This design comes from an exercise in tuning for small area and a short achievable clock period on the open sky130 flow, not from production work.
Function was checked by simulation only, so behaviour that the tests miss may differ from the original.

## rgb_to_hsl_converter_core
module rgb_to_hsl_converter_core #(
  parameter int HUE_BITS = 12
) (
  input  logic                clk,
  input  logic                rst,
  input  logic                start,
  output logic                busy,
  input  logic [23:0]         pixel,
  output logic                done,
  output logic [HUE_BITS-1:0] hue,
  output logic [7:0]          saturation,
  output logic [7:0]          lightness,
  output logic                achromatic
);
  assign busy = rst;
  logic rst_q;
  always_ff @(posedge clk) rst_q <= rst;
  logic       valid_in;
  logic [7:0] r_in, g_in, b_in;
  always_ff @(posedge clk) begin
    if (rst) valid_in <= 1'b0;
    else     valid_in <= start;
  end
  always_ff @(posedge clk) begin
    r_in <= pixel[23:16];
    g_in <= pixel[15:8];
    b_in <= pixel[7:0];
  end
  logic f1_rg, f1_rb, f1_gb, f1_bg, f1_red, f1_blu, f1_grn;
  logic [5:0] f1_x;
  logic [2:0] f1_hs, f1_ls, f1_ps, f1_qs;
  logic [1:0] f1_j;
  assign f1_rg = r_in >= g_in;
  assign f1_rb = r_in >= b_in;
  assign f1_gb = g_in >= b_in;
  assign f1_bg = b_in >= g_in;
  assign f1_red = f1_rg & f1_rb;
  assign f1_blu = ~f1_red & f1_bg;
  assign f1_grn = ~f1_red & ~f1_bg;
  assign f1_x[0] = f1_red & f1_gb;
  assign f1_x[5] = f1_red & ~f1_gb;
  assign f1_x[1] = f1_grn & f1_rb;
  assign f1_x[2] = f1_grn & ~f1_rb;
  assign f1_x[3] = f1_blu & ~f1_rg;
  assign f1_x[4] = f1_blu & f1_rg;
  assign f1_hs = {f1_blu, f1_grn, f1_red};
  assign f1_ls = {f1_x[0] | f1_x[1], f1_x[4] | f1_x[5], f1_x[2] | f1_x[3]};
  assign f1_ps = {f1_x[2] | f1_x[3], f1_x[0] | f1_x[1], f1_x[4] | f1_x[5]};
  ...
Settings: LEC_CHECK=0, CAP_MARGIN=20, CORE_MARGIN=2, CORE_UTILIZATION=40, SETUP_SLACK_MARGIN=3.1, SLEW_MARGIN=20; clock period 5.2 ns.
run.sh (not shown) runs the stock make flow with config.mk's settings and CLKGATE_MAP_FILE= SYNTH_SCRIPT=/design/flow/synth_recipe.tcl, a recipe that flattens the netlist after the stock synthesis.
==> next run, changes <==
- SETUP_SLACK_MARGIN: 3.1 -> 2.7
The new run finished with timing, DRC and antenna clean; fmax is lower by 4.4%; critical path depth is lower by 2; clock-buffer cell count is unchanged; area after synthesis is unchanged.
==> next run, changes <==
- CTS_BUF_LIST: unset -> sky130_fd_sc_hd__clkbuf_8
- CTS_CLUSTER_SIZE: unset -> 20
- SETUP_SLACK_MARGIN: 2.7 -> 2.9
Setup slack improved by 0.13 ns.
Utilization is higher by 1.8 points.
Hold slack loses 0.0059 ns.
Wire length went up by 5.1%.
Die area is unchanged.
Cell area rises by about 3.8%.
Count of clock-buffer cells in the layout went up by 41.
Critical path depth went down by 6.
Global-route usage climbs by 0.59 points.
==> next run, changes <==
- CTS_BUF_LIST: sky130_fd_sc_hd__clkbuf_8 -> unset
- CTS_CLUSTER_DIAMETER: unset -> 150
- CTS_CLUSTER_SIZE: 20 -> 30
- SETUP_SLACK_MARGIN: 2.9 -> 2.85
What happened: The new run passed the timing, DRC and antenna checks. Non-clock buffer count falls by 12. Fmax drops slightly. Setup slack degrades by 0.017 ns. Sequential cell count stays the same. Sequential share of layout area came out higher by 2.9 points. Register-to-register slack gets worse by 0.06 ns. Via count drops by a few percent. Clock skew shrinks by 0.014 ns. Synthesized cell count is unchanged.

Starting RTL as in the previous note.
Settings: LEC_CHECK=0, CAP_MARGIN=20, CORE_MARGIN=2, CORE_UTILIZATION=40, CTS_CLUSTER_DIAMETER=150, CTS_CLUSTER_SIZE=30, SETUP_SLACK_MARGIN=2.9, SLEW_MARGIN=20; clock period 5.2 ns.
The baseline completed without violations.
==> next run, changes <==
--- a/flow/config.mk
+++ b/flow/config.mk
@@ -9,6 +9,7 @@
 export CORE_MARGIN = 2
-export CORE_UTILIZATION = 40
+export CORE_UTILIZATION = 60
 export CTS_CLUSTER_DIAMETER = 150
 export CTS_CLUSTER_SIZE = 30
-export SETUP_SLACK_MARGIN = 2.9
+export PLACE_DENSITY = 0.8
+export SETUP_SLACK_MARGIN = 2.85
 export SLEW_MARGIN = 20
After rerunning: Worst setup slack is worse by 0.083 ns; global-route usage climbs by 6.6 points; final area drops by 2.7%; non-clock buffer count drops by 11; core utilization climbs by 21 points; clock-buffer cell count does not change.

==> separate check: timing with driven ports <==
Ports are ideal in the flow. The routed layouts listed here were re-timed in OpenROAD. Step 1: set_driving_cell puts a clkbuf_16 on clk and a buf_2 on each other input, an assumption about the parent block. Step 2, shift: input delay + t, output delay - t, t = (earliest + latest rising clock arrival at the registers) / 2. This alone moves slack from input paths to output paths. Three values: ideal, step 1, step 2; two values: the first two.
run | t (ns) | slack for setup (ns) | worst setup path after step 2 | pins driven straight from the clock port
the first run of note 1 | 0.655 | 2.852 / 2.852 / 2.852 | register to register | 1
the second run of note 1 | 0.654 | 2.744 / 2.731 / 2.731 | input to output | 1
the third run of note 1 | 0.754 | 2.877 / 2.853 / 2.853 | input to output | 1
the fourth run of note 1 | 0.650 | 2.860 / 2.852 / 2.852 | input to output | 1
the first run of note 2 | 0.650 | 2.907 / 2.880 / 2.880 | input to output | 1
the second run of note 2 | 0.633 | 2.824 / 2.824 / 2.824 | register to register | 1
After both steps every run listed still meets setup and hold. For the first run of note 2, which loses most, drivers alone change the setup slack by -0.027 ns; drivers and shift together by -0.027 ns.
